Source: an optimization exercise on an open RTL-to-GDS flow (aim: small area and a short achievable clock period). Production flows keep margins and buffers that such runs may drop. The RTL was checked by simulation tests, not by an equivalence proof against the original design. Power is estimated from default activity; no workload was simulated.

==> config.mk <==
export PLATFORM = sky130hd
export DESIGN_NAME = linx_uart_tx_fifo
export DESIGN_NICKNAME = linx_uart_tx_fifo
export VERILOG_FILES = /design/flow/design.v
export SDC_FILE = /design/flow/constraint.sdc
export NUM_CORES = 4
export LEC_CHECK = 0
export CAP_MARGIN = 20
export CORE_MARGIN = 2
export CORE_UTILIZATION = 40
export CTS_CLUSTER_DIAMETER = 120
export CTS_CLUSTER_SIZE = 24
export PLACE_DENSITY = 0.72
export SETUP_SLACK_MARGIN = 3
export SLEW_MARGIN = 20
export TNS_END_PERCENT = 10
==> constraint.sdc <==
create_clock -name core_clock -period 5.5 [get_ports {clk}]
set_input_delay 1.1000 -clock core_clock [delete_from_list [all_inputs] [get_ports {clk}]]
set_output_delay 1.1000 -clock core_clock [all_outputs]
set_load 0.01 [all_outputs]
==> design.v <==
package linx_uart_pkg;
  localparam int UART_BYTE_W = 8;
  localparam int LINX_UART_FIFO_DEPTH = 256;
  localparam int STS_EMPTY_BIT = 0;
  localparam int STS_FULL_BIT = 1;
  localparam int STS_OVERFLOW_BIT = 2;
  localparam int STS_COUNT_LSB = 8;
  localparam int STS_COUNT_W = $clog2(LINX_UART_FIFO_DEPTH) + 1;
endpackage
module linx_byte_ram
#(
  parameter int DEPTH = linx_uart_pkg::LINX_UART_FIFO_DEPTH,
  parameter int NC = 16,
  localparam int NR = DEPTH / NC
) (
  input  logic                   clk,
  input  logic                   i_we,
  input  logic [NR-1:0]          i_wrow,
  input  logic [NC-1:0]          i_wcol,
  input  logic [linx_uart_pkg::UART_BYTE_W-1:0] i_wdata,
  input  logic [$clog2(NR)-1:0]  i_rrow,
  input  logic [NC-1:0]          i_rcol,
  output logic [linx_uart_pkg::UART_BYTE_W-1:0] o_rdata
);
  localparam int BW = linx_uart_pkg::UART_BYTE_W;
  logic [DEPTH*BW-1:0] r_mem;
  logic [BW-1:0] w_grp [NR];
  logic [NR-1:0] w_wrow;
  assign w_wrow = {NR{i_we}} & i_wrow;
  for (genvar e = 0; e < DEPTH; e++) begin : g_ent
    always_ff @(posedge clk)
      if (w_wrow[e / NC] & i_wcol[e % NC]) r_mem[e*BW +: BW] <= i_wdata;
  end
  always_comb begin
    for (int r = 0; r < NR; r++) begin
      w_grp[r] = '0;
      for (int c = 0; c < NC; c++)
        w_grp[r] = w_grp[r] | ({BW{i_rcol[c]}} & r_mem[(r*NC+c)*BW +: BW]);
    end
    o_rdata = w_grp[i_rrow];
  end
endmodule
module linx_uart_tx_fifo
#(
  parameter int DEPTH = linx_uart_pkg::LINX_UART_FIFO_DEPTH,
  parameter int OVF_W = 16,
  localparam int AW = $clog2(DEPTH)
) (
  input  logic                   clk,
  input  logic                   rst,
  input  logic                   flush,
  input  logic                   in_valid,
  input  logic [linx_uart_pkg::UART_BYTE_W-1:0] in_byte,
  input  logic                   pop,
  output logic                   out_valid,
  output logic [linx_uart_pkg::UART_BYTE_W-1:0] out_byte,
  output logic [AW:0]            count,
  output logic                   empty,
  output logic                   full,
  output logic                   overflow,
  output logic [OVF_W-1:0]       overflow_cnt,
  output logic [31:0]            byte_total
);
  localparam int BW = linx_uart_pkg::UART_BYTE_W;
  logic [DEPTH/16-1:0]    r_wrow;
  logic [15:0]            r_wcol;
  logic [AW-5:0]          r_rrow;
  logic [15:0]            r_rcol;
  logic [AW:0]            r_count;
  logic                   r_empty, r_one, r_two;
  logic                   r_overflow;
  logic [OVF_W-1:0]       r_ovf_cnt;
  logic [31:0]            r_byte_total;
  logic [BW-1:0]          r_head;
  logic                   r_stg_vld;
  logic [BW-1:0]          r_stg_byte;
  logic                   w_pop, w_push, w_drop;
  logic [BW-1:0]          w_ram, w_next;
  logic [AW:0]            w_count;
  assign w_pop  = pop & ~r_empty;
  assign w_push = in_valid & (~r_count[AW] | pop);
  assign w_drop = in_valid & r_count[AW] & ~pop;
  linx_byte_ram #(.DEPTH(DEPTH), .NC(16)) u_ram (
    .clk     (clk),
    .i_we    (r_stg_vld),
    .i_wrow  (r_wrow),
    .i_wcol  (r_wcol),
    .i_wdata (r_stg_byte),
    .i_rrow  (r_rrow),
    .i_rcol  (r_rcol),
    .o_rdata (w_ram)
  );
  assign w_next  = (r_stg_vld & r_two) ? r_stg_byte : w_ram;
  always_comb begin
    case ({w_push, w_pop})
      2'b10:   w_count = r_count + 1'b1;
      2'b01:   w_count = r_count - 1'b1;
      default: w_count = r_count;
    endcase
  end
  always_ff @(posedge clk) begin
    if (rst) begin
      r_wrow       <= (DEPTH/16)'(1);
      r_wcol       <= 16'd1;
      r_rrow       <= '0;
      r_rcol       <= 16'd2;
      r_count      <= '0;
      r_empty      <= 1'b1;
      r_one        <= 1'b0;
      r_two        <= 1'b0;
      r_head       <= '0;
      r_stg_vld    <= 1'b0;
      r_overflow   <= 1'b0;
      r_ovf_cnt    <= '0;
      r_byte_total <= '0;
    end else if (flush) begin
      r_wrow     <= (DEPTH/16)'(1);
      r_wcol     <= 16'd1;
      r_rrow     <= '0;
      r_rcol     <= 16'd2;
      r_count    <= '0;
      r_empty    <= 1'b1;
      r_one      <= 1'b0;
      r_two      <= 1'b0;
      r_head     <= '0;
      r_stg_vld  <= 1'b0;
      r_overflow <= 1'b0;
      r_ovf_cnt  <= '0;
    end else begin
      if (r_stg_vld) begin
        r_wcol <= {r_wcol[14:0], r_wcol[15]};
        if (r_wcol[15]) r_wrow <= {r_wrow[DEPTH/16-2:0], r_wrow[DEPTH/16-1]};
      end
      if (w_pop) begin
        r_rcol <= {r_rcol[14:0], r_rcol[15]};
        if (r_rcol[15]) r_rrow <= r_rrow + 1'b1;
      end
      r_count      <= w_count;
      case ({w_push, w_pop})
        2'b10: begin
          r_empty <= 1'b0;
          r_one   <= r_empty;
          r_two   <= r_one;
        end
        2'b01: begin
          r_empty <= r_one;
          r_one   <= r_two;
          r_two   <= r_count == (AW+1)'(3);
        end
        default: ;
      endcase
      r_stg_vld    <= w_push;
      if (w_push) r_byte_total <= r_byte_total + 1'b1;
      if (w_pop) r_head <= r_one ? (in_valid ? in_byte : '0) : w_next;
      else if (r_empty & in_valid) r_head <= in_byte;
      if (w_drop) begin
        r_overflow <= 1'b1;
        if (~&r_ovf_cnt) r_ovf_cnt <= r_ovf_cnt + 1'b1;
      end
    end
    if (w_push) r_stg_byte <= in_byte;
  end
  assign empty        = r_empty;
  assign full         = r_count[AW];
  assign out_valid    = ~r_empty;
  assign out_byte     = r_head;
  assign count        = r_count;
  assign overflow     = r_overflow;
  assign overflow_cnt = r_ovf_cnt;
  assign byte_total   = r_byte_total;
endmodule
==> run.sh <==
#!/bin/bash
# synth_recipe.tcl (not shown) runs the flow's synth.tcl, then flattens the netlist and writes it again
# the make line also repeats each setting of config.mk as NAME=value (left out here)
make -C /OpenROAD-flow-scripts/flow DESIGN_CONFIG=/design/flow/config.mk WORK_HOME=/design/flow/orfs CLKGATE_MAP_FILE= SYNTH_SCRIPT=/design/flow/synth_recipe.tcl finish
==> impl_metrics.json, run 1 <==
{
  "status": "timing/DRC/antenna clean",
  "ys_warn_count": 3,
  "cts_buffer_depth": 3,
  "crit_type": "reg2reg",
  "num_vias": 48200,
  "swShare": 0.203,
  "gr-usage-all-layers": 0.227,
  "whs_endpoint": "r_overflow",
  "antenna_found_initial": 10,
  "cp.buffers_inverters": 1,
  "cts-root-buf": "clkbuf_16",
  "whs_path_depth": 2,
  "clk_pin_slew_ns": 0.10,
  "p_clk_frac": 0.319,
  "grt_pass1_vias": 45200,
  "yosysTopAreaCellShare": 0.768,
  "arrival_ns": 3.31,
  "required_ns": 6.19,
  "cpMaxStageDelayCell": "dfxtp_4",
  "period_needed_ns": 2.62,
  "crit_path_max_incr_delay_ns": 0.49,
  "grt_pass1_wl_mm": 336,
  "slew_headroom": 0.261,
  "ir_drop_uv": 260,
  "maxCapViolations": 0,
  "htreeDepth": 3,
  "syn_area_per_cell_um2": 17.2,
  "cts_tree": "done",
  "synth_ff_type": "edfxtp_1",
  "dieArea_um2": 205000,
  "core_area_um2": 200000,
  "gp_congestion": 0.899,
  "slew_violations": 0,
  "gr-usage-met1": 0.302,
  "p_int_mw": 21.7,
  "drc": 0,
  "layout.nets": 4710,
  "cp_cell_sequence": "buf_16, a22o_1, a221oi_1, and4_1, o22ai_1, nor4_2, a31oi_1",
  "clock.fmax_mhz": 381,
  "fin_tns_setup_ns": 0,
  "rsz0062_at_grt": "true",
  "clk_latency_ns": 0.81,
  "syn-cell-area_um2": 80400,
  "ios": 82,
  "grt_overflow_total": 0,
  "cts_sinks": 2178,
  "setup_viol": 0,
  "syn-instance-count": 4666,
  "drt-initial-drc-count": 8565,
  "drive_gt1_frac": 0.0935,
  "row_count": 164,
  "n_fill_cell": 16900,
  "use_met2": 0.351,
  "fin_skew_ns": 0.0518,
  "r2r-start": "r_rcol[7]",
  "viasPerCell": 6.49,
  "synth-edff-count": 2056,
  "synthArstFlopShare": 0,
  "numCtsBuffers": 101,
  "syn2layout_area_growth_pct": 10.6,
  "crit_path_end_kind": "register",
  "wl_mm": 243,
  "power.leakage_nw": 27.9,
  "yosys-top-cells-area": "edfxtp_1 77%, a22oi_1 5.0%, dfxtp_1 3.0%",
  "busiest_layer": "met2",
  "ys_types": 60,
  "die_x_um": 452,
  "place_hpwl_mm": 131,
  "yosysMostFrequentCell": "edfxtp_1",
  "worstPathMaxFanout": 42,
  "power_density_nw_per_um2": 307,
  "setup_slack_ns": 2.88,
  "netlist.top_cell.by_area": "edfxtp_1",
  "min_path_type": "reg2reg",
  "drt_pass1_iterations": 8,
  "finalHoldViolations": 0,
  "critPathTopFamily": "compound AO/OA/AOI/OAI gates",
  "dieHeight_um": 452,
  "grt_start_max_net_pins": 259,
  "wire_per_inst_um": 32.7,
  "hp-start": "r_overflow",
  "start_kind": "register",
  "ys_seq_elements": 2178,
  "regToRegSetupSlack_ns": 2.88,
  "post-route-period-util": 0.477,
  "ant_nets": 0,
  "switchingPower_mw": 5.55,
  "ctsHoldBuffers": 0,
  "syn_nets": 4694,
  "use_met3": 0.0548,
  "pwr-share-seq": 0.664,
  "ys_seq_area_frac": 0.798,
  "r2r-end": "r_head[0]",
  "start_util": 0.402,
  "p_comb_frac": 0.017,
  "worst_pin_slew_ns": 1.11,
  "portBuffers": 81,
  "reg2regPathDepth": 7,
  "synth.top_cells.by_count": "2056 x edfxtp_1, 536 x a22oi_1, 285 x and3_1, 244 x a221oi_1, 244 x a22o_1",
  "dp_slack_ns": 1.28
}
==> per-stage QoR <==
stage / cell area, um2 / total power, mW / hold WS (ns) / instances / utilization
6_report: 88900 / 27.3 / 0.502 / 7433 / 0.445
3_5_place_dp: 84400 / 18.9 / 0.496 / 7173 / 0.422
5_1_grt: 88900 / 27.8 / 0.529 / 7428 / 0.445
4_1_cts: 88200 / 27.2 / 0.511 / 7389 / 0.441
2_1_floorplan: 80400 / 18.8 / 0.481 / 4666 / -
3_3_place_gp: 84300 / 18.9 / 0.476 / 7172 / 0.422
==> layer usage <==
layer	wire length [um]	share of wire
met1	86900	0.36
met2	112000	0.46
met3	32900	0.14
met4	11400	0.047
met5	46	0.00019
==> logic make-up (layout without fill, tap and decap cells) <==
group	Yosys count	after routing	synth area share
DFF	2178	2178	0.798
AOI/OAI and AO/OA	1204	1204	0.117
and+or+nand+nor	853	854	0.0572
buffers and inverters	345	448	0.0169
xor gates and xnor gates	48	48	0.00523
muxes	23	23	0.00286
adders and majority gates	15	15	0.00243
other	0	7	0
==> power by group through the flow <==
| stage | clock [mW] | combinational, mW | sequential, mW |
|---|---|---|---|
| after floorplan | 0 | 0.0996 | 18.7 |
| after global placement | 0 | 0.417 | 18.5 |
| after detailed placement | 0 | 0.438 | 18.5 |
| after CTS | 8.68 | 0.446 | 18.1 |
| after global routing | 9.24 | 0.492 | 18.1 |
| final | 8.71 | 0.471 | 18.1 |
==> layout by cell type, fill, tap and decap left out, types with 37 or more instances in the layout <==
cell type / instances
edfxtp_1: 2056
a22oi_1: 536
and3_1: 284
a22o_1: 244
a221oi_1: 233
nand2_1: 214
clkbuf_16: 102
nor2_1: 90
clkbuf_1: 79
buf_4: 74
nand4_1: 72
a21oi_1: 54
dlygate4sd2_1: 53
dfxtp_1: 46
nor3_1: 43
buf_12: 42
dfxtp_2: 41
a31oi_1: 39
o22ai_1: 37
==> state kept, by name, indices dropped and copies added, names as in the netlist, 4 cells and up <==
signal,count
r_ovf_cnt,16
r_wrow,16
r_count,9
r_stg_byte,8
r_wcol,16
r_head,8
r_rrow,4
r_byte_total,32
u_ram.r_mem,2048
r_rcol,16
==> timing repair <==
item / in CTS / in global routing
cloned: 3 / 2
gates resized for setup: 240 / 58
endpoints found under the setup margin: 89 / 250
buffers inserted: 22 / 33
hold endpoints to repair: 0 / 0
pin swaps: 4 / 12
==> layout make-up <==
| cell class | instances | area [um2] | share of cell area |
|---|---|---|---|
| Antenna cell | 7 | 17.5 | 0.000197 |
| Clock buffer | 180 | 2820 | 0.0318 |
| Clock inverter | 11 | 183 | 0.00205 |
| Inverter | 32 | 120 | 0.00135 |
| Multi-Input combinational cell | 2144 | 15400 | 0.173 |
| Sequential cell | 2178 | 64400 | 0.724 |
| Tap cell | 2656 | 3320 | 0.0374 |
| Timing Repair Buffer | 225 | 2740 | 0.0308 |
==> worst max-delay path by stage <==
stage | cells after the start | from | end | slack (ns)
detailed placement | 12 | pop | r_count[8] | 1.28
finish | 7 | r_rcol[7] | r_head[0] | 2.88
global route | 7 | r_rcol[7] | r_head[0] | 2.89
floorplan | 3 | r_stg_byte[3] | r_head[3] | 1.40
CTS | 1 | r_count[3] | count[3] | 2.91
global placement | 12 | pop | r_count[8] | 1.30
==> worst register-to-register path, stage by stage, from the launching register on <==
cell      delay [ns]
dfxtp_4         0.49
buf_16          0.25
a22o_1          0.43
a221oi_1        0.35
and4_1          0.30
o22ai_1         0.25
nor4_2          0.35
a31oi_1         0.11
==> inputs of run 2 (changes only) <==
--- a/config.mk
+++ b/config.mk
@@ -11,6 +11,4 @@
 export CTS_CLUSTER_DIAMETER = 120
 export CTS_CLUSTER_SIZE = 24
-export PLACE_DENSITY = 0.72
 export SETUP_SLACK_MARGIN = 3
 export SLEW_MARGIN = 20
-export TNS_END_PERCENT = 10
==> run 2 against run 1 <==
Net effect:
- still clean
- highest routed layer unchanged
- register-to-register slack improved by 0.05 ns
- final cell count increased by 0.78%
- utilization increased by 0.50 points
- synthesized cell count unchanged
- clock-buffer cell count increased by 3
- via count decreased by 0.58%
- hold slack got worse by 0.028 ns
- largest cell class unchanged
==> impl_metrics.json, run 2 <==
{
  "top_regs": "u_ram.r_mem: 2048 flops, r_byte_total: 32 flops",
  "portBuffers": 81,
  "gr-usage-all-layers": 0.247,
  "swShare": 0.205,
  "start_kind": "register",
  "drt-initial-drc-count": 7425,
  "wl_mm": 262,
  "switchingPower_mw": 5.63,
  "wire_per_inst_um": 34.9,
  "whs_ns": 0.475,
  "min_path_type": "reg2reg",
  "maxCapViolations": 0,
  "synth_top_family_by_area": "compound AO/OA/AOI/OAI gates",
  "largest_register_ffs": 2048,
  "ys_warn_count": 3,
  "yosys.area_share.simple": 0.0572,
  "ys_seq_elements": 2178,
  "ys_types": 60,
  "syn_nets": 4694,
  "htreeDepth": 3,
  "slew_headroom": 0.197,
  "grt_pass1_wl_mm": 359,
  "synth-xor-area-share": 0.00523,
  "muxShareOfSynthArea": 0.00286,
  "viasPerCell": 6.40,
  "power_mw": 27.4,
  "synth.top_cells.by_count": "2056 x edfxtp_1, 536 x a22oi_1, 285 x and3_1, 244 x a221oi_1, 244 x a22o_1",
  "ant_nets": 0,
  "core_area_um2": 200000,
  "drive_gt1_frac": 0.127,
  "fin_tns_setup_ns": 0,
  "numCtsBuffers": 101,
  "netlist.top_cell.by_area": "edfxtp_1",
  "p_comb_frac": 0.018,
  "syn-instance-count": 4666,
  "pwr-share-seq": 0.661,
  "crit_path_end_kind": "register",
  "crit_type": "reg2reg",
  "setup_viol": 0,
  "ir_drop_uv": 367,
  "clk_latency_ns": 0.81,
  "period_needed_ns": 2.58,
  "layout_commonest_cell": "edfxtp_1",
  "required_ns": 6.20,
  "yosysTopAreaCellShare": 0.768,
  "cts_sinks": 2178,
  "mostFrequentLayoutCells": "2056 x edfxtp_1, 536 x a22oi_1, 277 x and3_1",
  "top_register": "u_ram.r_mem",
  "layout.nets": 4762,
  "syn2layout_area_growth_pct": 11.8,
  "cpMaxStageDelayCell": "a221oi_1",
  "grt_pass1_vias": 45100,
  "p_clk_frac": 0.321,
  "grt_overflow_total": 0,
  "power.leakage_nw": 28.1,
  "cp_cell_sequence": "buf_12, a22o_1, a221oi_1, a31oi_1, nor4_2, a31oi_1",
  "syn-cell-area_um2": 80400,
  "n_fill_cell": 17200,
  "die_x_um": 452,
  "ios": 82,
  "cts_buffer_depth": 3,
  "yosysMostFrequentCell": "edfxtp_1",
  "crit_path_max_incr_delay_ns": 0.53,
  "fin_skew_ns": 0.0566,
  "status": "timing/DRC/antenna clean",
  "yosys-top-cells-area": "edfxtp_1 77%, a22oi_1 5.0%, dfxtp_1 3.0%",
  "synth_compound_area_frac": 0.117,
  "arrival_ns": 3.27,
  "cp.buffers_inverters": 1,
  "area.sequential_um2": 64500,
  "grt_start_max_net_pins": 258,
  "clk_pin_slew_ns": 0.11,
  "finalHoldViolations": 0,
  "synthArstFlopShare": 0,
  "start_util": 0.402,
  "power_density_nw_per_um2": 305,
  "gp_congestion": 0.865,
  "drc": 0,
  "layout.cells.non_filler": 7491,
  "clock.fmax_mhz": 388,
  "drt_pass1_iterations": 6,
  "multi_input_area_um2": 15700,
  "num_vias": 48000,
  "post-route-period-util": 0.468,
  "rsz0062_at_grt": "true",
  "critPathTopFamily": "compound AO/OA/AOI/OAI gates",
  "worstPathMaxFanout": 6,
  "cts_tree": "done",
  "place_hpwl_mm": 136,
  "antenna_found_initial": 16,
  "cp_common_cell": "a31oi_1",
  "row_count": 164,
  "dieArea_um2": 205000,
  "synth-edff-count": 2056,
  "synth_ff_type": "edfxtp_1",
  "ctsHoldBuffers": 0,
  "cts-root-buf": "clkbuf_16",
  "p_int_mw": 21.8,
  "ys_seq_area_frac": 0.798,
  "synth_adder_area_share": 0.00243,
  "dieHeight_um": 452,
  "slew_violations": 0,
  "worst_pin_slew_ns": 1.21,
  "dp.cells": 7162,
  "syn_area_per_cell_um2": 17.2
}
==> run 2: path summary, 6_finish.rpt <==
| path | slack [ns] | depth (start not counted) | to | from |
|---|---|---|---|---|
| setup reg to reg | 2.92 | 6 | r_head[7] | r_rcol[7] |
| hold reg to reg | 0.47 | 2 | r_overflow | r_overflow |
| hold / removal | 0.47 | 2 | r_overflow | r_overflow |
| setup / recovery | 2.92 | 6 | r_head[7] | r_rcol[7] |
==> run 2: cells by family (layout without fill, tap and decap cells) <==
family                   after synthesis  after routing
multiplexers                          23             23
adder cells (fa/ha/maj)               15             15
buffers and inverters                345            501
flip-flops                          2178           2178
AO/OA/AOI/OAI                       1204           1204
AND/OR/NAND/NOR                      853            854
XOR/XNOR                              48             48
other                                  0             12
==> run 2: layout make-up <==
| cell class | instances | share of cell area |
|---|---|---|
| Antenna cell | 12 | 0.000334 |
| Clock buffer | 183 | 0.0320 |
| Clock inverter | 9 | 0.00147 |
| Inverter | 32 | 0.00161 |
| Timing Repair Buffer | 277 | 0.0367 |
| Sequential cell | 2178 | 0.717 |
| Multi-Input combinational cell | 2144 | 0.174 |
| Tap cell | 2656 | 0.0370 |
==> run 2: power groups by stage <==
stage,Combinational [mW],Clock (mW),Sequential (mW)
finish,0.494,8.81,18.1
CTS,0.473,8.83,18.1
global route,0.520,9.37,18.1
detailed placement,0.441,0,18.5
floorplan,0.104,0,18.7
global placement,0.426,0,18.5
==> run 2: metal layers <==
layer,vias up,global-route usage,share of wire
met5,-,0,0.000096
met4,4,0.0997,0.043
met3,425,0.0509,0.11
met2,2936,0.385,0.46
met1,25200,0.340,0.39
li1,19400,-,-
==> run 2: worst reg2reg max path: cells and delay by family (launching register included) <==
| family | cells | cell delay [ns] |
|---|---|---|
| buf+inv | 1 | 0.19 |
| simple gates | 1 | 0.54 |
| compound gates | 4 | 1.32 |
| flops | 1 | 0.47 |
==> run 2: repair_timing <==
action,in CTS,in global routing
pin swaps,7,10
setup buffers,99,15
gates cloned,6,2
setup endpoints to repair,1278,137
resized for setup,460,42
==> run 2: metrics by stage <==
| stage | setup WS [ns] | utilization | instance area [um2] |
|---|---|---|---|
| floorplan | 1.40 | - | 80600 |
| global placement | 1.53 | 0.422 | 84400 |
| detailed placement | 1.52 | 0.422 | 84400 |
| CTS | 2.97 | 0.448 | 89500 |
| global route | 2.88 | 0.450 | 89900 |
| finish | 2.92 | 0.450 | 89900 |
==> inputs of run 3 (changes only) <==
--- a/config.mk
+++ b/config.mk
@@ -11,4 +11,5 @@
 export CTS_CLUSTER_DIAMETER = 120
 export CTS_CLUSTER_SIZE = 24
-export SETUP_SLACK_MARGIN = 3
+export SETUP_SLACK_MARGIN = 3.2
 export SLEW_MARGIN = 20
+export TNS_END_PERCENT = 10
==> run 3 against run 2 <==
Net effect:
- global-route usage up 0.25 points
- first-iteration DRC count increased by 12%
- worst setup slack improved by 0.097 ns
- clock power grew 0.7%
- fmax increased by 3.9%
- highest routed layer unchanged
==> impl_metrics.json, run 3 <==
{
  "ys_seq_elements": 2178,
  "ys_seq_area_frac": 0.798,
  "synthArstFlopShare": 0,
  "ys_types": 60,
  "status": "timing/DRC/antenna clean",
  "whs_endpoint": "r_overflow",
  "n_fill_cell": 17000,
  "syn-cell-area_um2": 80400,
  "ant_nets": 0,
  "netlist.top_cell.by_area": "edfxtp_1",
  "cts_buffer_depth": 3,
  "mostFrequentLayoutCells": "2056 x edfxtp_1, 516 x a22oi_1, 277 x and3_1",
  "yosys-top-cells-area": "edfxtp_1 77%, a22oi_1 5.0%, dfxtp_1 3.0%",
  "layout.nets": 4834,
  "r2r-end": "u_ram.r_mem[509]",
  "ys_warn_count": 3,
  "synth-edff-count": 2056,
  "syn-instance-count": 4666,
  "htreeDepth": 3,
  "row_count": 164,
  "gr-usage-all-layers": 0.250,
  "synth.top_cells.by_count": "2056 x edfxtp_1, 536 x a22oi_1, 285 x and3_1, 244 x a221oi_1, 244 x a22o_1",
  "grt_overflow_total": 0,
  "syn_area_per_cell_um2": 17.2,
  "clock.fmax_mhz": 403,
  "slew_headroom": 0.168,
  "viasPerCell": 6.49,
  "syn2layout_area_growth_pct": 14.5,
  "grt_start_max_net_pins": 257,
  "ctsHoldBuffers": 0,
  "r2r-start": "r_wrow[3]",
  "post-route-period-util": 0.451,
  "setup_viol": 0,
  "rsz0062_at_grt": "true",
  "drt-initial-drc-count": 8339,
  "hp-start": "r_overflow",
  "dieHeight_um": 452,
  "num_vias": 49100,
  "drc": 0,
  "dieArea_um2": 205000,
  "grt_pass1_vias": 45300,
  "whs_path_depth": 2,
  "layout.cells.non_filler": 7568,
  "drt_pass1_iterations": 6,
  "slew_violations": 0,
  "die_x_um": 452,
  "finalHoldViolations": 0,
  "place_hpwl_mm": 136,
  "largest_register_ffs": 2048,
  "crit_path_end_kind": "register",
  "power.leakage_nw": 29.0,
  "worst_pin_slew_ns": 1.25,
  "cts_tree": "done",
  "numCtsBuffers": 101,
  "cts_sinks": 2178,
  "required_ns": 5.90,
  "power_density_nw_per_um2": 298,
  "fin_util": 0.461,
  "maxCapViolations": 0,
  "yosysMostFrequentCell": "edfxtp_1",
  "wire_per_inst_um": 35.7,
  "gp_congestion": 0.879,
  "worstPathMaxFanout": 17,
  "cts-root-buf": "clkbuf_16",
  "portBuffers": 81,
  "min_path_type": "reg2reg",
  "drive_gt1_frac": 0.163,
  "clk_latency_ns": 0.80,
  "top_regs": "u_ram.r_mem: 2048 flops, r_byte_total: 32 flops",
  "top_register": "u_ram.r_mem",
  "grt_pass1_wl_mm": 362,
  "layout_commonest_cell": "edfxtp_1",
  "dp.cells": 7171,
  "period_needed_ns": 2.48,
  "fin_skew_ns": 0.0652,
  "syn_nets": 4694,
  "wl_mm": 270,
  "fin_tns_setup_ns": 0,
  "arrival_ns": 2.88,
  "reg2regPathDepth": 2,
  "yosysTopAreaCellShare": 0.768,
  "regToRegSetupSlack_ns": 3.02,
  "synth_ff_type": "edfxtp_1",
  "ios": 82,
  "core_area_um2": 200000,
  "start_util": 0.402,
  "ir_drop_uv": 233,
  "clk_pin_slew_ns": 0.11,
  "antenna_found_initial": 11,
  "crit_type": "reg2reg",
  "start_kind": "register"
}
==> run 3: cell counts after synthesis <==
Identical to the previous run, type by type.
==> run 3: what timing repair did <==
| action | CTS | global route |
|---|---|---|
| pin swaps | 26 | 74 |
| setup endpoints to repair | 185 | 658 |
| resized for setup | 497 | 305 |
| buffers inserted | 92 | 70 |
| hold endpoints to repair | 0 | 0 |
| gates cloned | 13 | 11 |
==> run 3: area by class of cell <==
type	instances	area, um2	area share
tap	2656	3320	0.0361
multi-input combinational	2144	16600	0.180
sequential	2178	64500	0.700
antenna	18	45.0	0.000489
clock buffer	184	2900	0.0315
inverter	32	120	0.00130
clock inverter	7	119	0.00129
timing repair buffer	349	4560	0.0495
==> run 3: worst max path at each step <==
stage                     startpoint                to  slack, ns  cells after the start
floorplan              r_stg_byte[3]         r_head[3]       1.40                      3
global placement                 pop        r_count[8]       1.42                     12
detailed placement               pop        r_count[8]       1.40                     12
CTS                       r_count[3]          count[3]       2.98                      1
global route        r_byte_total[11]    byte_total[11]       3.00                      1
finish                     r_wrow[3]  u_ram.r_mem[509]       3.02                      2
==> run 3: per-layer routing <==
metal  GRT usage  up-vias  routed length, um
li1            -    19600                  -
met1       0.350    25600             103000
met2       0.385     3451             123000
met3      0.0462      480              31900
met4       0.102        4              12400
met5           0        -                 27
==> run 3: cells by family (layout without fill, tap and decap cells) <==
logic type               count (synthesis)  after routing  synth area share
flip-flops                            2178           2178             0.798
AO/OA/AOI/OAI                         1204           1204             0.117
AND/OR/NAND/NOR                        853            854            0.0572
buffers and inverters                  345            572            0.0169
XOR/XNOR                                48             48           0.00523
multiplexers                            23             23           0.00286
adder cells (fa/ha/maj)                 15             15           0.00243
other                                    0             18                 0
==> run 3: critical path, stage by stage (launching register included) <==
cell and delay (ns):
dfxtp_1 0.81, nand2_1 0.60, inv_1 0.64
==> run 3: stage by stage <==
stage          total power [mW]  hold slack [ns]  worst slack, ns  cell area, um2
5_1_grt                    28.0            0.524             3.00           92100
4_1_cts                    27.5            0.517             2.98           90000
3_5_place_dp               19.0            0.493             1.40           84400
3_3_place_gp               18.9            0.473             1.42           84400
6_report                   27.5            0.512             3.02           92100
2_1_floorplan              18.8            0.481             1.40           80400
==> run 3: where the power goes <==
| group | total (mW) | switching (mW) | internal [mW] | leakage, nW |
|---|---|---|---|---|
| clock | 8.87 | 5.23 | 3.64 | 1.43 |
| sequential | 18.1 | 0.0278 | 18.1 | 19.5 |
| combinational | 0.505 | 0.408 | 0.0967 | 8.05 |
==> inputs of run 4 (changes only) <==
--- a/config.mk
+++ b/config.mk
@@ -11,5 +11,5 @@
 export CTS_CLUSTER_DIAMETER = 120
 export CTS_CLUSTER_SIZE = 24
-export SETUP_SLACK_MARGIN = 3.2
+export SETUP_SLACK_MARGIN = 3.3
 export SLEW_MARGIN = 20
 export TNS_END_PERCENT = 10
==> run 4 against run 3 <==
Net effect:
- now fails the layout checks on antenna violations
- clock power barely moved
- clock-buffer cell count stayed put
- sequential power about the same
- routed wire length up 3.2%
- non-clock buffer count is 45 higher
- synthesized cell count did not move
- sequential cell count unchanged
- fmax increased by 0.54%
- first-iteration DRC count increased by 2.5%
- critical endpoint unchanged
==> impl_metrics.json, run 4 <==
{
  "drt-initial-drc-count": 8551,
  "slew_violations": 0,
  "mostFrequentLayoutCells": "2056 x edfxtp_1, 505 x a22oi_1, 272 x and3_1",
  "postPlaceCellArea_um2": 84400,
  "synth_ff_type": "edfxtp_1",
  "worst_pin_slew_ns": 1.32,
  "gp_congestion": 0.879,
  "place_hpwl_mm": 136,
  "yosysTopAreaCellShare": 0.768,
  "ant_nets": 2,
  "yosys-top-cells-area": "edfxtp_1 77%, a22oi_1 5.0%, dfxtp_1 3.0%",
  "status": "finished with violations",
  "cts_buffer_depth": 3,
  "ios": 82,
  "required_ns": 5.90,
  "die_x_um": 452,
  "check-failures": "antenna violations",
  "portBuffers": 81,
  "fin_area_um2": 93500,
  "clock.fmax_mhz": 405,
  "r2r-start": "r_wrow[3]",
  "ys_seq_elements": 2178,
  "top_regs": "u_ram.r_mem: 2048 flops, r_byte_total: 32 flops",
  "synthArstFlopShare": 0,
  "drive_gt1_frac": 0.185,
  "gr-usage-all-layers": 0.255,
  "regToRegSetupSlack_ns": 3.03,
  "yosysMostFrequentCell": "edfxtp_1",
  "area.sequential_um2": 64500,
  "power_mw": 27.5,
  "largest_register_ffs": 2048,
  "worstPathMaxFanout": 17,
  "grt_pass1_vias": 45900,
  "whs_endpoint": "r_overflow",
  "top_register": "u_ram.r_mem",
  "min_path_type": "reg2reg",
  "finalHoldViolations": 0,
  "ctsHoldBuffers": 0,
  "row_count": 164,
  "drc": 0,
  "numCtsBuffers": 101,
  "fin_tns_setup_ns": 0,
  "maxCapViolations": 0,
  "dieArea_um2": 205000,
  "fin_skew_ns": 0.0577,
  "n_fill_cell": 16700,
  "syn_area_per_cell_um2": 17.2,
  "hp-start": "r_overflow",
  "core_area_um2": 200000,
  "power_density_nw_per_um2": 294,
  "rsz0062_at_grt": "true",
  "syn-cell-area_um2": 80400,
  "ys_types": 60,
  "cts_tree": "done",
  "layout_commonest_cell": "edfxtp_1",
  "syn_nets": 4694,
  "antenna_found_initial": 14,
  "dieHeight_um": 452,
  "cts-root-buf": "clkbuf_16",
  "viasPerCell": 6.50,
  "grt_pass1_wl_mm": 368,
  "post-route-period-util": 0.448,
  "drt_pass1_iterations": 6,
  "setup_viol": 0,
  "arrival_ns": 2.86,
  "slew_headroom": 0.117,
  "synth.top_cells.by_count": "2056 x edfxtp_1, 536 x a22oi_1, 285 x and3_1, 244 x a221oi_1, 244 x a22o_1",
  "cts_sinks": 2178,
  "period_needed_ns": 2.47,
  "multi_input_area_um2": 17200,
  "grt_overflow_total": 0,
  "num_vias": 49600,
  "start_kind": "register",
  "power.leakage_nw": 29.6,
  "ys_seq_area_frac": 0.798,
  "ys_warn_count": 3,
  "ir_drop_uv": 232,
  "reg2regPathDepth": 2,
  "r2r-end": "u_ram.r_mem[509]",
  "clk_pin_slew_ns": 0.11,
  "synth-edff-count": 2056,
  "syn-instance-count": 4666,
  "netlist.top_cell.by_area": "edfxtp_1",
  "wl_mm": 279,
  "syn2layout_area_growth_pct": 16.2,
  "crit_type": "reg2reg",
  "start_util": 0.402,
  "crit_path_end_kind": "register",
  "wire_per_inst_um": 36.6,
  "clk_latency_ns": 0.80,
  "layout.nets": 4880,
  "whs_path_depth": 2,
  "htreeDepth": 3,
  "grt_start_max_net_pins": 257
}
run 4: cell count changes in the layout (fill, tap and decap cells not counted), sizes merged:
cell / previous run / this run
clkdlybuf4s15: 24 / 0
bufbuf: 6 / 7
diode: 18 / 26
clkbuf: 194 / 196
buf: 299 / 365
or2: 2 / 3
run 4: cells by family (layout without fill, tap and decap cells):
family | Yosys count | in the layout | synth area share
DFF | 2178 | 2178 | 0.798
muxes | 23 | 23 | 0.00286
xor gates and xnor gates | 48 | 48 | 0.00523
other | 0 | 26 | 0
and+or+nand+nor | 853 | 855 | 0.0572
buffers and inverters | 345 | 617 | 0.0169
adders and majority gates | 15 | 15 | 0.00243
AOI/OAI and AO/OA | 1204 | 1204 | 0.117
run 4: per-layer routing:
layer / vias up / wire length [um] / track usage
met5: - / 44 / 0
met1: 25900 / 104000 / 0.353
met3: 537 / 33800 / 0.0529
met2: 3412 / 127000 / 0.390
li1: 19700 / - / -
met4: 8 / 13700 / 0.112
run 4: critical path, cell delays in order, from the launching register on:
cell     delay, ns
dfxtp_1       0.80
nand2_1       0.58
inv_1         0.66
run 4: what timing repair did:
item | 4_1_cts | 5_1_grt
setup endpoints to repair | 840 | 1395
buffers inserted | 142 | 52
gates resized for setup | 761 | 223
pin swaps | 56 | 108
gates cloned | 21 | 17
run 4: how the worst max path moves through the flow:
stage | startpoint | endpoint | slack [ns]
3_3_place_gp | pop | r_count[8] | 1.42
5_1_grt | r_rcol[8] | r_head[2] | 3.03
3_5_place_dp | pop | r_count[8] | 1.40
2_1_floorplan | r_stg_byte[3] | r_head[3] | 1.40
4_1_cts | r_head[3] | out_byte[3] | 3.00
6_report | r_wrow[3] | u_ram.r_mem[509] | 3.03
run 4: cell type report:
class                   instances  share of cell area
clock buffers                 184              0.0311
repair buffers                394              0.0566
clock inverters                 7             0.00127
multi-input cells            2145               0.184
inverters                      32             0.00134
flip-flops and latches       2178               0.690
diodes                         26            0.000696
well taps                    2656              0.0356
run 4: power breakdown:
part / internal [mW] / switching, mW
logic: 0.106 / 0.417
clock network: 3.64 / 5.24
registers: 18.1 / 0.0290
total: 21.8 / 5.68
run 4: stage by stage:
step            util  cells  hold slack (ns)  worst slack [ns]
2_1_floorplan      -   4666            0.481              1.40
3_3_place_gp   0.422   7170            0.473              1.42
3_5_place_dp   0.422   7171            0.493              1.40
4_1_cts        0.457   7525            0.508              3.00
5_1_grt        0.467   7598            0.520              3.03
6_report       0.468   7622            0.502              3.03
==> inputs of run 5 (changes only) <==
--- a/config.mk
+++ b/config.mk
@@ -11,4 +11,5 @@
 export CTS_CLUSTER_DIAMETER = 120
 export CTS_CLUSTER_SIZE = 24
+export PLACE_DENSITY = 0.75
 export SETUP_SLACK_MARGIN = 3.3
 export SLEW_MARGIN = 20
==> run 5 against run 4 <==
Net effect:
- the run now finishes clean
- sequential share of layout area increased by 0.68 points
- via count rose by 2.2%
- combinational power is 1% lower
- clock skew is 0.023 ns higher
==> impl_metrics.json, run 5 <==
{
  "synthArstFlopShare": 0,
  "wl_met3_mm": 42.4,
  "ir_drop_uv": 276,
  "ys_types": 60,
  "period_needed_ns": 2.48,
  "viasPerCell": 6.66,
  "start_kind": "register",
  "synth.top_cells.by_count": "2056 x edfxtp_1, 536 x a22oi_1, 285 x and3_1, 244 x a221oi_1, 244 x a22o_1",
  "dp.cells": 7172,
  "cts_sinks": 2178,
  "syn-instance-count": 4666,
  "min_path_type": "reg2reg",
  "clock.fmax_mhz": 403,
  "hp-start": "r_overflow",
  "syn2layout_area_growth_pct": 15.1,
  "critPathLaunch": "r_rrow[1]",
  "wl_met2_mm": 118,
  "rsz0062_at_grt": "true",
  "htreeDepth": 3,
  "p_comb_frac": 0.019,
  "drive_gt1_frac": 0.171,
  "worst_pin_slew_ns": 1.18,
  "top_layer": "met5",
  "crit_type": "reg2reg",
  "drt-initial-drc-count": 9696,
  "core_area_um2": 200000,
  "grt_pass1_wl_mm": 361,
  "syn_area_per_cell_um2": 17.2,
  "syn-cell-area_um2": 80400,
  "drt_pass1_iterations": 8,
  "slew_violations": 0,
  "yosysMostFrequentCell": "edfxtp_1",
  "post-route-period-util": 0.451,
  "grt_start_max_net_pins": 257,
  "ys_seq_area_frac": 0.798,
  "dieHeight_um": 452,
  "p_int_mw": 21.8,
  "num_vias": 50600,
  "netlist.top_cell.by_area": "edfxtp_1",
  "cts_buffer_depth": 3,
  "yosysTopAreaCellShare": 0.768,
  "start_util": 0.402,
  "portBuffers": 81,
  "cts-root-buf": "clkbuf_16",
  "layout.cells.non_filler": 7596,
  "setup_viol": 0,
  "power_density_nw_per_um2": 296,
  "top_regs": "u_ram.r_mem: 2048 flops, r_byte_total: 32 flops",
  "whs_ns": 0.496,
  "swShare": 0.204,
  "ys_seq_elements": 2178,
  "layout.nets": 4847,
  "cts_tree": "done",
  "grt_pass1_vias": 47400,
  "dieArea_um2": 205000,
  "slew_headroom": 0.211,
  "top_register": "u_ram.r_mem",
  "n_fill_cell": 16200,
  "power_mw": 27.4,
  "grt_overflow_total": 0,
  "ant_nets": 0,
  "mostFrequentLayoutCells": "2056 x edfxtp_1, 522 x a22oi_1, 265 x and3_1",
  "ios": 82,
  "clk_pin_slew_ns": 0.10,
  "yosys-top-cells-area": "edfxtp_1 77%, a22oi_1 5.0%, dfxtp_1 3.0%",
  "maxCapViolations": 0,
  "numCtsBuffers": 101,
  "switchingPower_mw": 5.60,
  "arrival_ns": 3.20,
  "gr-usage-all-layers": 0.246,
  "place_hpwl_mm": 130,
  "gp_congestion": 0.947,
  "wire_per_inst_um": 34.7,
  "largest_register_ffs": 2048,
  "crit_path_end_kind": "register",
  "syn_nets": 4694,
  "wl_met1_mm": 85.1,
  "finalHoldViolations": 0,
  "p_clk_frac": 0.320,
  "layout_commonest_cell": "edfxtp_1",
  "row_count": 164,
  "worstPathMaxFanout": 8,
  "pwr-share-seq": 0.661,
  "power.leakage_nw": 29.2,
  "fin_skew_ns": 0.0804,
  "fin_tns_setup_ns": 0,
  "wl_mm": 263,
  "antenna_found_initial": 21,
  "required_ns": 6.22,
  "r2r-start": "r_rrow[1]",
  "synth-edff-count": 2056,
  "status": "timing/DRC/antenna clean",
  "die_x_um": 452,
  "drc": 0,
  "ys_warn_count": 3,
  "clk_latency_ns": 0.80,
  "synth_ff_type": "edfxtp_1"
}
-- run 5: final timing paths --
| check | to | slack (ns) | cells past startpoint |
|---|---|---|---|
| hold reg to reg | r_overflow | 0.50 | 2 |
| setup reg to reg | r_head[6] | 3.02 | 5 |
| setup / recovery | r_head[6] | 3.02 | 5 |
| hold / removal | r_overflow | 0.50 | 2 |
-- run 5: logic make-up (layout without fill, tap and decap cells) --
group,Yosys count,after routing,synth area share
fa+ha+maj,15,15,0.00243
compound gates,1204,1204,0.117
mux,23,23,0.00286
xor+xnor,48,48,0.00523
buf+inv,345,585,0.0169
simple gates,853,855,0.0572
other cells,0,32,0
flops,2178,2178,0.798
-- run 5: area by class of cell --
| cell class | instances | area [um2] | share of cell area |
|---|---|---|---|
| Timing Repair Buffer | 361 | 4760 | 0.0514 |
| Clock inverter | 10 | 170 | 0.00184 |
| Tap cell | 2656 | 3320 | 0.0359 |
| Inverter | 32 | 126 | 0.00137 |
| Antenna cell | 32 | 80.1 | 0.000865 |
| Sequential cell | 2178 | 64400 | 0.696 |
| Clock buffer | 182 | 2870 | 0.0311 |
| Multi-Input combinational cell | 2145 | 16800 | 0.181 |
-- run 5: power by group through the flow --
stage | Combinational, mW | Clock [mW] | Sequential [mW]
after floorplan | 0.0996 | 0 | 18.7
after global placement | 0.412 | 0 | 18.5
after detailed placement | 0.434 | 0 | 18.5
after CTS | 0.479 | 8.69 | 18.1
after global routing | 0.530 | 9.24 | 18.1
final | 0.516 | 8.78 | 18.1
-- run 5: routing by layer --
layer | vias up | track usage
met5 | - | 0.00233
met4 | 14 | 0.146
met3 | 871 | 0.0821
met2 | 4856 | 0.371
met1 | 25300 | 0.309
li1 | 19600 | -
-- run 5: critical path, cell delays in order, from the launching register on --
cell	delay, ns
dfxtp_1	0.43
ha_1	0.46
nand3_2	0.45
a31oi_1	0.80
nor4_2	0.11
a31oi_1	0.18
-- run 5: per-stage QoR --
stage | utilization | setup slack, ns | instance area [um2]
6_report | 0.463 | 3.02 | 92500
5_1_grt | 0.463 | 3.03 | 92500
4_1_cts | 0.458 | 3.01 | 91600
3_5_place_dp | 0.422 | 1.33 | 84300
3_3_place_gp | 0.422 | 1.29 | 84300
2_1_floorplan | - | 1.40 | 80400
-- run 5: what timing repair did --
| item | CTS | global route |
|---|---|---|
| pin swaps | 71 | 51 |
| buffers inserted | 157 | 14 |
| hold buffers | 0 | 0 |
| setup endpoints to repair | 2211 | 1046 |
| cloned | 21 | 6 |
| gates resized for setup | 804 | 96 |
==> inputs of run 6 (changes only) <==
--- a/config.mk
+++ b/config.mk
@@ -11,6 +11,6 @@
 export CTS_CLUSTER_DIAMETER = 120
 export CTS_CLUSTER_SIZE = 24
-export PLACE_DENSITY = 0.75
-export SETUP_SLACK_MARGIN = 3.3
+export PLACE_DENSITY = 0.68
+export SETUP_SLACK_MARGIN = 3.2
 export SLEW_MARGIN = 20
 export TNS_END_PERCENT = 10
==> run 6 against run 5 <==
Net effect:
- utilization down 0.42 points
- critical path depth decreased by 4
- design area down 0.92%
- worst setup slack better by 0.029 ns
- highest routed layer unchanged
- synthesized cell count did not move
- critical endpoint is now out_byte[1]
- via count down 1.8%
==> impl_metrics.json, run 6 <==
{
  "grt_pass1_wl_mm": 357,
  "setup_slack_ns": 3.05,
  "cts-root-buf": "clkbuf_16",
  "p_clk_frac": 0.321,
  "yosys-top-cells-area": "edfxtp_1 77%, a22oi_1 5.0%, dfxtp_1 3.0%",
  "drt_pass1_iterations": 8,
  "layout.nets": 4824,
  "ys_seq_area_frac": 0.798,
  "cpMaxStageDelayCell": "dfxtp_4",
  "finalHoldViolations": 0,
  "gp_congestion": 0.895,
  "clk_pin_slew_ns": 0.10,
  "layout.cells.non_filler": 7568,
  "r2r-end": "u_ram.r_mem[1034]",
  "drive_gt1_frac": 0.157,
  "dieArea_um2": 205000,
  "dp.cells": 7180,
  "start_util": 0.402,
  "start_kind": "register",
  "regToRegSetupSlack_ns": 3.09,
  "slew_headroom": 0.247,
  "numCtsBuffers": 101,
  "status": "timing/DRC/antenna clean",
  "dp_slack_ns": 1.46,
  "power.leakage_nw": 28.9,
  "layout_commonest_cell": "edfxtp_1",
  "ant_nets": 0,
  "cp_cell_sequence": "buf_6",
  "cts_sinks": 2178,
  "largest_register_ffs": 2048,
  "yosysTopAreaCellShare": 0.768,
  "syn-instance-count": 4666,
  "switchingPower_mw": 5.62,
  "fin_skew_ns": 0.110,
  "core_area_um2": 200000,
  "clock.fmax_mhz": 408,
  "ys_types": 60,
  "swShare": 0.205,
  "synthArstFlopShare": 0,
  "n_fill_cell": 16600,
  "top_register": "u_ram.r_mem",
  "setup_viol": 0,
  "htreeDepth": 3,
  "syn-cell-area_um2": 80400,
  "p_int_mw": 21.8,
  "clk_latency_ns": 0.80,
  "wl_mm": 261,
  "p_comb_frac": 0.019,
  "place_hpwl_mm": 132,
  "synth_ff_type": "edfxtp_1",
  "top_regs": "u_ram.r_mem: 2048 flops, r_byte_total: 32 flops",
  "pwr-share-seq": 0.660,
  "cp.buffers_inverters": 1,
  "whs_path_depth": 2,
  "drc": 0,
  "fin_tns_setup_ns": 0,
  "synth.top_cells.by_count": "2056 x edfxtp_1, 536 x a22oi_1, 285 x and3_1, 244 x a221oi_1, 244 x a22o_1",
  "whs_endpoint": "r_byte_total[31]",
  "antenna_found_initial": 17,
  "netlist.top_cell.by_area": "edfxtp_1",
  "worstPathMaxFanout": 2,
  "dieHeight_um": 452,
  "arrival_ns": 1.35,
  "cts_tree": "done",
  "hp-start": "r_byte_total[31]",
  "crit_path_max_incr_delay_ns": 0.43,
  "ys_warn_count": 3,
  "required_ns": 4.40,
  "yosysMostFrequentCell": "edfxtp_1",
  "reg2regPathDepth": 2,
  "crit_type": "reg2out",
  "power_mw": 27.4,
  "cts_buffer_depth": 3,
  "ys_seq_elements": 2178,
  "ir_drop_uv": 342,
  "grt_start_max_net_pins": 259,
  "wire_per_inst_um": 34.5,
  "post-route-period-util": 0.445,
  "r2r-start": "r_wcol[1]",
  "power_density_nw_per_um2": 299,
  "fin_util": 0.459,
  "grt_overflow_total": 0,
  "row_count": 164,
  "drt-initial-drc-count": 9410,
  "viasPerCell": 6.57,
  "mostFrequentLayoutCells": "2056 x edfxtp_1, 511 x a22oi_1, 278 x and3_1",
  "syn_area_per_cell_um2": 17.2,
  "gr-usage-all-layers": 0.244,
  "maxCapViolations": 0,
  "portBuffers": 81,
  "critPathTopFamily": "flip-flops",
  "syn_nets": 4694,
  "crit_path_end_kind": "output pin",
  "num_vias": 49700,
  "synth-edff-count": 2056,
  "period_needed_ns": 2.45,
  "grt_pass1_vias": 46200,
  "worst_pin_slew_ns": 1.13,
  "syn2layout_area_growth_pct": 14.0,
  "die_x_um": 452,
  "ctsHoldBuffers": 0,
  "slew_violations": 0,
  "rsz0062_at_grt": "true",
  "ios": 82,
  "min_path_type": "reg2reg"
}
-- run 6: cell counts after synthesis --
Identical to the previous run, type by type.
-- run 6: power by group through the flow --
stage / Sequential (mW) / Combinational, mW / Clock [mW]
after floorplan: 18.7 / 0.0996 / 0
after global placement: 18.5 / 0.428 / 0
after detailed placement: 18.5 / 0.449 / 0
after CTS: 18.1 / 0.476 / 8.75
after global routing: 18.1 / 0.537 / 9.31
final: 18.1 / 0.519 / 8.79
-- run 6: worst max-delay path by stage --
stage	start	endpoint	slack, ns	depth (start not counted)
2_1_floorplan	r_stg_byte[3]	r_head[3]	1.40	3
6_report	r_head[1]	out_byte[1]	3.05	1
3_3_place_gp	pop	r_count[8]	1.49	12
4_1_cts	r_head[3]	out_byte[3]	3.03	1
3_5_place_dp	pop	r_count[8]	1.46	12
5_1_grt	r_count[2]	count[2]	3.02	1
-- run 6: kinds of logic after synthesis --
logic type | after synthesis | share of synthesized area
flip-flops | 2178 | 0.798
AO/OA/AOI/OAI | 1204 | 0.117
AND/OR/NAND/NOR | 853 | 0.0572
buffers and inverters | 345 | 0.0169
XOR/XNOR | 48 | 0.00523
multiplexers | 23 | 0.00286
adder cells (fa/ha/maj) | 15 | 0.00243
-- run 6: what timing repair did --
| action | 4_1_cts | 5_1_grt |
|---|---|---|
| cloned | 16 | 6 |
| pin swaps | 32 | 73 |
| setup endpoints to repair | 167 | 704 |
| setup buffers | 107 | 37 |
| gates resized for setup | 515 | 229 |
-- run 6: cell type report --
class	instances	area (um2)	area share
Multi-Input combinational cell	2144	16500	0.180
Antenna cell	27	67.6	0.000737
Timing Repair Buffer	339	4200	0.0458
Inverter	32	124	0.00135
Clock buffer	182	2870	0.0313
Sequential cell	2178	64500	0.703
Tap cell	2656	3320	0.0362
Clock inverter	10	159	0.00173
-- run 6: through the flow --
step	hold WS (ns)	area, um2
final	0.483	91700
after global routing	0.496	91600
after CTS	0.484	90100
after detailed placement	0.482	84300
after global placement	0.476	84300
after floorplan	0.481	80400
-- run 6: per-layer routing --
metal / global-route usage / up-vias / part of all wire
li1: - / 19600 / -
met1: 0.324 / 25500 / 0.35
met2: 0.374 / 4055 / 0.46
met3: 0.0650 / 622 / 0.14
met4: 0.115 / 6 / 0.047
met5: 0 / - / 0.00015
==> inputs of run 7 (changes only) <==
--- a/config.mk
+++ b/config.mk
@@ -11,5 +11,5 @@
 export CTS_CLUSTER_DIAMETER = 120
 export CTS_CLUSTER_SIZE = 24
-export PLACE_DENSITY = 0.68
+export PLACE_DENSITY = 0.64
 export SETUP_SLACK_MARGIN = 3.2
 export SLEW_MARGIN = 20
==> run 7 against run 6 <==
Net effect:
- synthesized cell count did not move
- highest routed layer unchanged
- global-route usage up 0.14 points
- hold slack gained 0.0069 ns
- worst setup slack lost 0.049 ns
==> impl_metrics.json, run 7 <==
{
  "layout_commonest_cell": "edfxtp_1",
  "slew_violations": 0,
  "swShare": 0.205,
  "mostFrequentLayoutCells": "2056 x edfxtp_1, 532 x a22oi_1, 278 x and3_1",
  "critPathLaunch": "r_rcol[7]",
  "viasPerCell": 6.53,
  "rsz0062_at_grt": "true",
  "p_clk_frac": 0.320,
  "switchingPower_mw": 5.62,
  "cts_tree": "done",
  "ys_seq_area_frac": 0.798,
  "clk_pin_slew_ns": 0.10,
  "crit_end": "r_head[1]",
  "ctsHoldBuffers": 0,
  "r2r-end": "r_head[1]",
  "finalHoldViolations": 0,
  "power_density_nw_per_um2": 301,
  "syn_nets": 4694,
  "reg2regPathDepth": 9,
  "n_fill_cell": 16900,
  "ys_types": 60,
  "start_kind": "register",
  "syn_area_per_cell_um2": 17.2,
  "grt_start_max_net_pins": 257,
  "cp_cell_sequence": "buf_6, buf_16, buf_8, a22o_1, a221oi_1, and4_1, o22ai_1, nor4_2, a31oi_1",
  "critPathTopFamily": "compound AO/OA/AOI/OAI gates",
  "drive_gt1_frac": 0.143,
  "required_ns": 6.19,
  "clock.fmax_mhz": 400,
  "p_int_mw": 21.8,
  "grt_pass1_wl_mm": 360,
  "arrival_ns": 3.19,
  "place_hpwl_mm": 132,
  "fin_skew_ns": 0.0821,
  "multi_input_area_um2": 16000,
  "worst-path-stages": 9,
  "cts_sinks": 2178,
  "numCtsBuffers": 101,
  "num_vias": 49100,
  "ios": 82,
  "yosys-top-cells-area": "edfxtp_1 77%, a22oi_1 5.0%, dfxtp_1 3.0%",
  "dieHeight_um": 452,
  "dp.cells": 7168,
  "largest_register_ffs": 2048,
  "grt_pass1_vias": 45700,
  "top_regs": "u_ram.r_mem: 2048 flops, r_byte_total: 32 flops",
  "gr-usage-all-layers": 0.245,
  "layout.nets": 4803,
  "wire_per_inst_um": 34.5,
  "cp.buffers_inverters": 3,
  "yosysTopAreaCellShare": 0.768,
  "top_register": "u_ram.r_mem",
  "dieArea_um2": 205000,
  "netlist.top_cell.by_area": "edfxtp_1",
  "gp_congestion": 0.910,
  "worst_pin_slew_ns": 1.17,
  "fin_tns_setup_ns": 0,
  "core_area_um2": 200000,
  "yosysMostFrequentCell": "edfxtp_1",
  "area.sequential_um2": 64500,
  "post-route-period-util": 0.454,
  "row_count": 164,
  "drt_pass1_iterations": 8,
  "synth_ff_type": "edfxtp_1",
  "syn-cell-area_um2": 80400,
  "power.leakage_nw": 28.5,
  "ant_nets": 0,
  "portBuffers": 81,
  "min_path_type": "reg2reg",
  "synth.top_cells.by_count": "2056 x edfxtp_1, 536 x a22oi_1, 285 x and3_1, 244 x a221oi_1, 244 x a22o_1",
  "ir_drop_uv": 294,
  "drt-initial-drc-count": 8049,
  "clk_latency_ns": 0.82,
  "crit_path_end_kind": "register",
  "htreeDepth": 3,
  "regToRegSetupSlack_ns": 3.00,
  "whs_ns": 0.490,
  "cpMaxStageDelayCell": "dfxtp_4",
  "syn2layout_area_growth_pct": 12.9,
  "synthArstFlopShare": 0,
  "r2r-start": "r_rcol[7]",
  "crit_type": "reg2reg",
  "slew_headroom": 0.217,
  "status": "timing/DRC/antenna clean",
  "grt_overflow_total": 0,
  "pwr-share-seq": 0.661,
  "cts-root-buf": "clkbuf_16",
  "die_x_um": 452,
  "start_util": 0.402,
  "worstPathMaxFanout": 10,
  "syn-instance-count": 4666,
  "p_comb_frac": 0.019,
  "crit_path_max_incr_delay_ns": 0.47,
  "ys_warn_count": 3,
  "synth-edff-count": 2056,
  "ys_seq_elements": 2178,
  "cts_buffer_depth": 3,
  "drc": 0,
  "maxCapViolations": 0,
  "whs_path_depth": 2,
  "period_needed_ns": 2.50,
  "setup_viol": 0,
  "wl_mm": 260,
  "antenna_found_initial": 14,
  "layout.cells.non_filler": 7527
}
[run 7: cell types whose count changed in the layout (fill, tap and decap cells not counted), sizes merged]
cell and delta:
clkbuf -7, diode -14, buf -31, clkdlybuf4s15 +17, or2 +1, clkinvlp -3, inv +2, bufbuf -6
[run 7: cell families (layout without fill, tap and decap cells)]
kind of cell | after synthesis | count (layout) | synth area share
compound gates | 1204 | 1204 | 0.117
xor+xnor | 48 | 48 | 0.00523
fa+ha+maj | 15 | 15 | 0.00243
buf+inv | 345 | 535 | 0.0169
flops | 2178 | 2178 | 0.798
mux | 23 | 23 | 0.00286
other cells | 0 | 13 | 0
simple gates | 853 | 855 | 0.0572
[run 7: area by class of cell]
cell class	count	area share
multi-input combinational	2145	0.177
timing repair buffer	317	0.0424
tap	2656	0.0366
antenna	13	0.000358
clock inverter	9	0.00172
inverter	32	0.00132
clock buffer	177	0.0313
sequential	2178	0.710
[run 7: through the flow]
| stage | power, mW | util | setup slack, ns | area [um2] |
|---|---|---|---|---|
| detailed placement | 19.0 | 0.421 | 1.45 | 84200 |
| global route | 27.9 | 0.454 | 2.91 | 90800 |
| global placement | 18.9 | 0.421 | 1.44 | 84200 |
| floorplan | 18.8 | - | 1.40 | 80400 |
| CTS | 27.4 | 0.449 | 2.99 | 89700 |
| finish | 27.4 | 0.454 | 3.00 | 90800 |
[run 7: per-layer routing]
metal / up-vias / track usage / part of all wire
li1: 19500 / - / -
met1: 25400 / 0.341 / 0.37
met5: - / 0 / 0.00020
met2: 3649 / 0.377 / 0.45
met3: 559 / 0.0494 / 0.13
met4: 6 / 0.104 / 0.049
[run 7: how the worst min path moves through the flow]
stage                          start    endpoint  slack, ns
after CTS                 r_overflow  r_overflow       0.49
after floorplan                r_two       r_two       0.48
final                     r_overflow  r_overflow       0.49
after global placement    r_overflow  r_overflow       0.47
after detailed placement  r_overflow  r_overflow       0.49
after global routing      r_overflow  r_overflow       0.53
[run 7: timing repair]
action	4_1_cts	5_1_grt
gates cloned	8	4
pin swaps	15	29
endpoints found under the setup margin	107	410
buffers inserted	107	36
resized for setup	486	159
[run 7: power groups by stage]
stage | clock (mW) | sequential, mW | combinational [mW]
after floorplan | 0 | 18.7 | 0.0996
after global placement | 0 | 18.5 | 0.432
after detailed placement | 0 | 18.5 | 0.450
after CTS | 8.80 | 18.1 | 0.470
after global routing | 9.31 | 18.1 | 0.533
final | 8.77 | 18.1 | 0.511
[run 7: worst min-delay path: stages, from the launching register on]
cell	delay, ns
dfxtp_2	0.35
nor2_1	0.04
nor2_1	0.07
==> inputs of run 8 (changes only) <==
--- a/design.v
+++ b/design.v
@@ -17,5 +17,5 @@
   input  logic                   i_we,
   input  logic [NR-1:0]          i_wrow,
-  input  logic [NC-1:0]          i_wcol,
+  input  logic [NC-1:0]          i_wcol_n,
   input  logic [linx_uart_pkg::UART_BYTE_W-1:0] i_wdata,
   input  logic [$clog2(NR)-1:0]  i_rrow,
@@ -26,9 +26,9 @@
   logic [DEPTH*BW-1:0] r_mem;
   logic [BW-1:0] w_grp [NR];
-  logic [NR-1:0] w_wrow;
-  assign w_wrow = {NR{i_we}} & i_wrow;
+  logic [NR-1:0] w_wrow_n;
+  assign w_wrow_n = ~({NR{i_we}} & i_wrow);
   for (genvar e = 0; e < DEPTH; e++) begin : g_ent
     always_ff @(posedge clk)
-      if (w_wrow[e / NC] & i_wcol[e % NC]) r_mem[e*BW +: BW] <= i_wdata;
+      if (~(w_wrow_n[e / NC] | i_wcol_n[e % NC])) r_mem[e*BW +: BW] <= i_wdata;
   end
   always_comb begin
@@ -64,5 +64,5 @@
   localparam int BW = linx_uart_pkg::UART_BYTE_W;
   logic [DEPTH/16-1:0]    r_wrow;
-  logic [15:0]            r_wcol;
+  logic [15:0]            r_wcol_n;
   logic [AW-5:0]          r_rrow;
   logic [15:0]            r_rcol;
@@ -85,5 +85,5 @@
     .i_we    (r_stg_vld),
     .i_wrow  (r_wrow),
-    .i_wcol  (r_wcol),
+    .i_wcol_n(r_wcol_n),
     .i_wdata (r_stg_byte),
     .i_rrow  (r_rrow),
@@ -102,5 +102,5 @@
     if (rst) begin
       r_wrow       <= (DEPTH/16)'(1);
-      r_wcol       <= 16'd1;
+      r_wcol_n     <= ~16'd1;
       r_rrow       <= '0;
       r_rcol       <= 16'd2;
@@ -116,5 +116,5 @@
     end else if (flush) begin
       r_wrow     <= (DEPTH/16)'(1);
-      r_wcol     <= 16'd1;
+      r_wcol_n   <= ~16'd1;
       r_rrow     <= '0;
       r_rcol     <= 16'd2;
@@ -129,6 +129,6 @@
     end else begin
       if (r_stg_vld) begin
-        r_wcol <= {r_wcol[14:0], r_wcol[15]};
-        if (r_wcol[15]) r_wrow <= {r_wrow[DEPTH/16-2:0], r_wrow[DEPTH/16-1]};
+        r_wcol_n <= {r_wcol_n[14:0], r_wcol_n[15]};
+        if (~r_wcol_n[15]) r_wrow <= {r_wrow[DEPTH/16-2:0], r_wrow[DEPTH/16-1]};
       end
       if (w_pop) begin
--- a/config.mk
+++ b/config.mk
@@ -11,5 +11,5 @@
 export CTS_CLUSTER_DIAMETER = 120
 export CTS_CLUSTER_SIZE = 24
-export PLACE_DENSITY = 0.64
+export PLACE_DENSITY = 0.72
 export SETUP_SLACK_MARGIN = 3.2
 export SLEW_MARGIN = 20
==> run 8 against run 7 <==
Net effect:
- still clean
- power is 0.67% lower
- non-clock buffer count is 99 higher
- final cell count is 1.1% higher
- critical path type unchanged
==> impl_metrics.json, run 8 <==
{
  "status": "timing/DRC/antenna clean",
  "post-route-period-util": 0.551,
  "wl_met3_mm": 39.6,
  "clk_latency_ns": 0.79,
  "synth-edff-count": 2056,
  "ios": 82,
  "drt_pass1_iterations": 9,
  "cts-root-buf": "clkbuf_16",
  "crit_path_end_kind": "register",
  "slew_violations": 0,
  "row_count": 164,
  "ys_warn_count": 3,
  "finalHoldViolations": 0,
  "numCtsBuffers": 101,
  "antenna_found_initial": 21,
  "power.leakage_nw": 28.7,
  "rsz0062_at_grt": "true",
  "drc": 0,
  "syn_nets": 4620,
  "gr-usage-all-layers": 0.239,
  "worst_pin_slew_ns": 1.25,
  "setup_viol": 0,
  "power_density_nw_per_um2": 291,
  "portBuffers": 81,
  "arrival_ns": 3.69,
  "clock.fmax_mhz": 330,
  "wl_met2_mm": 117,
  "wl_mm": 259,
  "syn-instance-count": 4592,
  "cts_buffer_depth": 3,
  "top_layer": "met5",
  "largest_register_ffs": 2048,
  "crit_type": "reg2reg",
  "core_area_um2": 199000,
  "dieHeight_um": 451,
  "yosys-top-cells-area": "edfxtp_1 77%, a22oi_1 3.8%, a22o_1 3.4%",
  "grt_start_max_net_pins": 258,
  "layout_commonest_cell": "edfxtp_1",
  "cts_sinks": 2178,
  "gp_congestion": 0.906,
  "ant_nets": 0,
  "ys_seq_elements": 2178,
  "start_util": 0.402,
  "die_x_um": 451,
  "whs_ns": 0.503,
  "ir_drop_uv": 270,
  "min_path_type": "reg2reg",
  "viasPerCell": 6.53,
  "slew_headroom": 0.162,
  "layout.nets": 4851,
  "fin_skew_ns": 0.0434,
  "place_hpwl_mm": 134,
  "synthArstFlopShare": 0,
  "synth.top_cells.by_count": "2056 x edfxtp_1, 408 x a22oi_1, 313 x a22o_1, 308 x a221oi_1, 242 x and2_1",
  "wl_met1_mm": 87.7,
  "yosysTopAreaCellShare": 0.771,
  "ys_types": 49,
  "ys_seq_area_frac": 0.801,
  "yosysMostFrequentCell": "edfxtp_1",
  "grt_pass1_wl_mm": 350,
  "grt_overflow_total": 0,
  "wire_per_inst_um": 34.0,
  "mostFrequentLayoutCells": "2056 x edfxtp_1, 404 x a22oi_1, 313 x a22o_1",
  "syn-cell-area_um2": 80100,
  "num_vias": 49700,
  "period_needed_ns": 3.03,
  "grt_pass1_vias": 46300,
  "dieArea_um2": 204000,
  "worstPathMaxFanout": 17,
  "syn_area_per_cell_um2": 17.4,
  "drive_gt1_frac": 0.178,
  "netlist.top_cell.by_area": "edfxtp_1",
  "clk_pin_slew_ns": 0.11,
  "ctsHoldBuffers": 0,
  "top_regs": "u_ram.r_mem: 2048 flops, r_byte_total: 32 flops",
  "start_kind": "register",
  "syn2layout_area_growth_pct": 16.7,
  "drt-initial-drc-count": 9429,
  "maxCapViolations": 0,
  "required_ns": 6.17,
  "top_register": "u_ram.r_mem",
  "synth_ff_type": "edfxtp_1",
  "cts_tree": "done",
  "fin_tns_setup_ns": 0,
  "htreeDepth": 3
}
-- run 8: area by class of cell --
type                    count  area (um2)
fillers                 16100      106000
flip-flops and latches   2178       64300
repair buffers            416        5170
clock buffers             174        2800
inverters                  28         108
clock inverters             9         138
well taps                2656        3320
diodes                     53         133
multi-input cells        2098       17500
-- run 8: repair_timing --
action                                  in CTS  in global routing
buffers inserted                           144                 56
cloned                                      12                  9
pin swaps                                  128                 60
resized for setup                          497                228
endpoints found under the setup margin    2233               1912
-- run 8: metrics by stage --
stage | instance area [um2] | utilization | cells | setup slack [ns] | total power, mW
6_report | 93500 | 0.469 | 7612 | 2.47 | 27.2
5_1_grt | 93300 | 0.468 | 7563 | 2.54 | 27.7
4_1_cts | 91600 | 0.459 | 7493 | 2.68 | 27.1
3_5_place_dp | 84500 | 0.424 | 7154 | 1.11 | 18.9
3_3_place_gp | 84500 | 0.424 | 7154 | 1.07 | 18.9
2_1_floorplan | 80100 | - | 4592 | 1.40 | 18.7
-- run 8: where the power goes --
group          switching (mW)  internal, mW  leakage, nW
Combinational           0.376        0.0966         7.78
Sequential             0.0178          18.1         19.5
Clock                    5.07          3.54         1.40
-- run 8: cell families after synthesis --
kind of cell	after synthesis	share of synthesized area
AOI/OAI and AO/OA	1237	0.122
xor gates and xnor gates	51	0.00558
adders and majority gates	15	0.00244
buffers and inverters	316	0.0150
DFF	2178	0.801
muxes	8	0.00100
and+or+nand+nor	787	0.0532
-- run 8: worst max-delay path: stages, from the launching register on --
cell and delay, ns:
dfxtp_4 0.44, buf_12 0.18, buf_4 0.16, buf_12 0.17, a22oi_1 0.26, and3_4 0.25, a31oi_4 0.23, nor4_4 0.51
nand4_1 0.37, a22o_1 0.31
-- run 8: worst paths after layout --
path | start | endpoint | slack, ns | depth (start not counted)
worst min register to register | r_count[5] | r_count[5] | 0.50 | 2
worst max-delay path | r_rcol[15] | r_head[7] | 2.47 | 9
worst max register to register | r_rcol[15] | r_head[7] | 2.47 | 9
worst min-delay path | r_count[5] | r_count[5] | 0.50 | 2
-- run 8: per-layer routing --
layer | global-route usage | up-vias
met2 | 0.362 | 4458
li1 | - | 19400
met3 | 0.0807 | 771
met5 | 0 | -
met4 | 0.127 | 10
met1 | 0.305 | 25100

[static timing again, ports no longer ideal]
In the flow no input, the clock included, has a driving cell. The finished layouts below were timed again as built, in two steps. Step 1, drivers: a clkbuf_16 drives clk and a buf_2 each remaining input, both assumed. Step 2, shift: input delay + t, output delay - t, t = (earliest + latest rising clock arrival at the registers) / 2. This alone moves slack from input paths to output paths. a / b / c = ideal ports / drivers / drivers and shift; a / b = the first two.
run | shift t [ns] | setup WS [ns] | worst slew at a driven data input, ns | cell pins on the clock port's net
run 1 | 0.873 | 2.877 / 2.835 / 2.262 | 0.05 | 1
run 2 | 0.877 | 2.923 / 2.919 / 2.210 | 0.05 | 1
run 3 | 0.859 | 3.021 / 2.945 / 2.391 | 0.06 | 1
run 4 | 0.861 | 3.034 / 2.948 / 2.428 | 0.07 | 1
run 5 | 0.846 | 3.022 / 2.941 / 2.358 | 0.05 | 1
run 6 | 0.835 | 3.050 / 2.963 / 2.350 | 0.04 | 1
run 7 | 0.861 | 3.001 / 2.954 / 2.328 | 0.04 | 1
run 8 | 0.851 | 2.472 / 2.472 / 1.959 | 0.09 | 1
For run 2, which loses most, drivers alone change the setup slack by -0.004 ns; drivers and shift together by -0.713 ns.
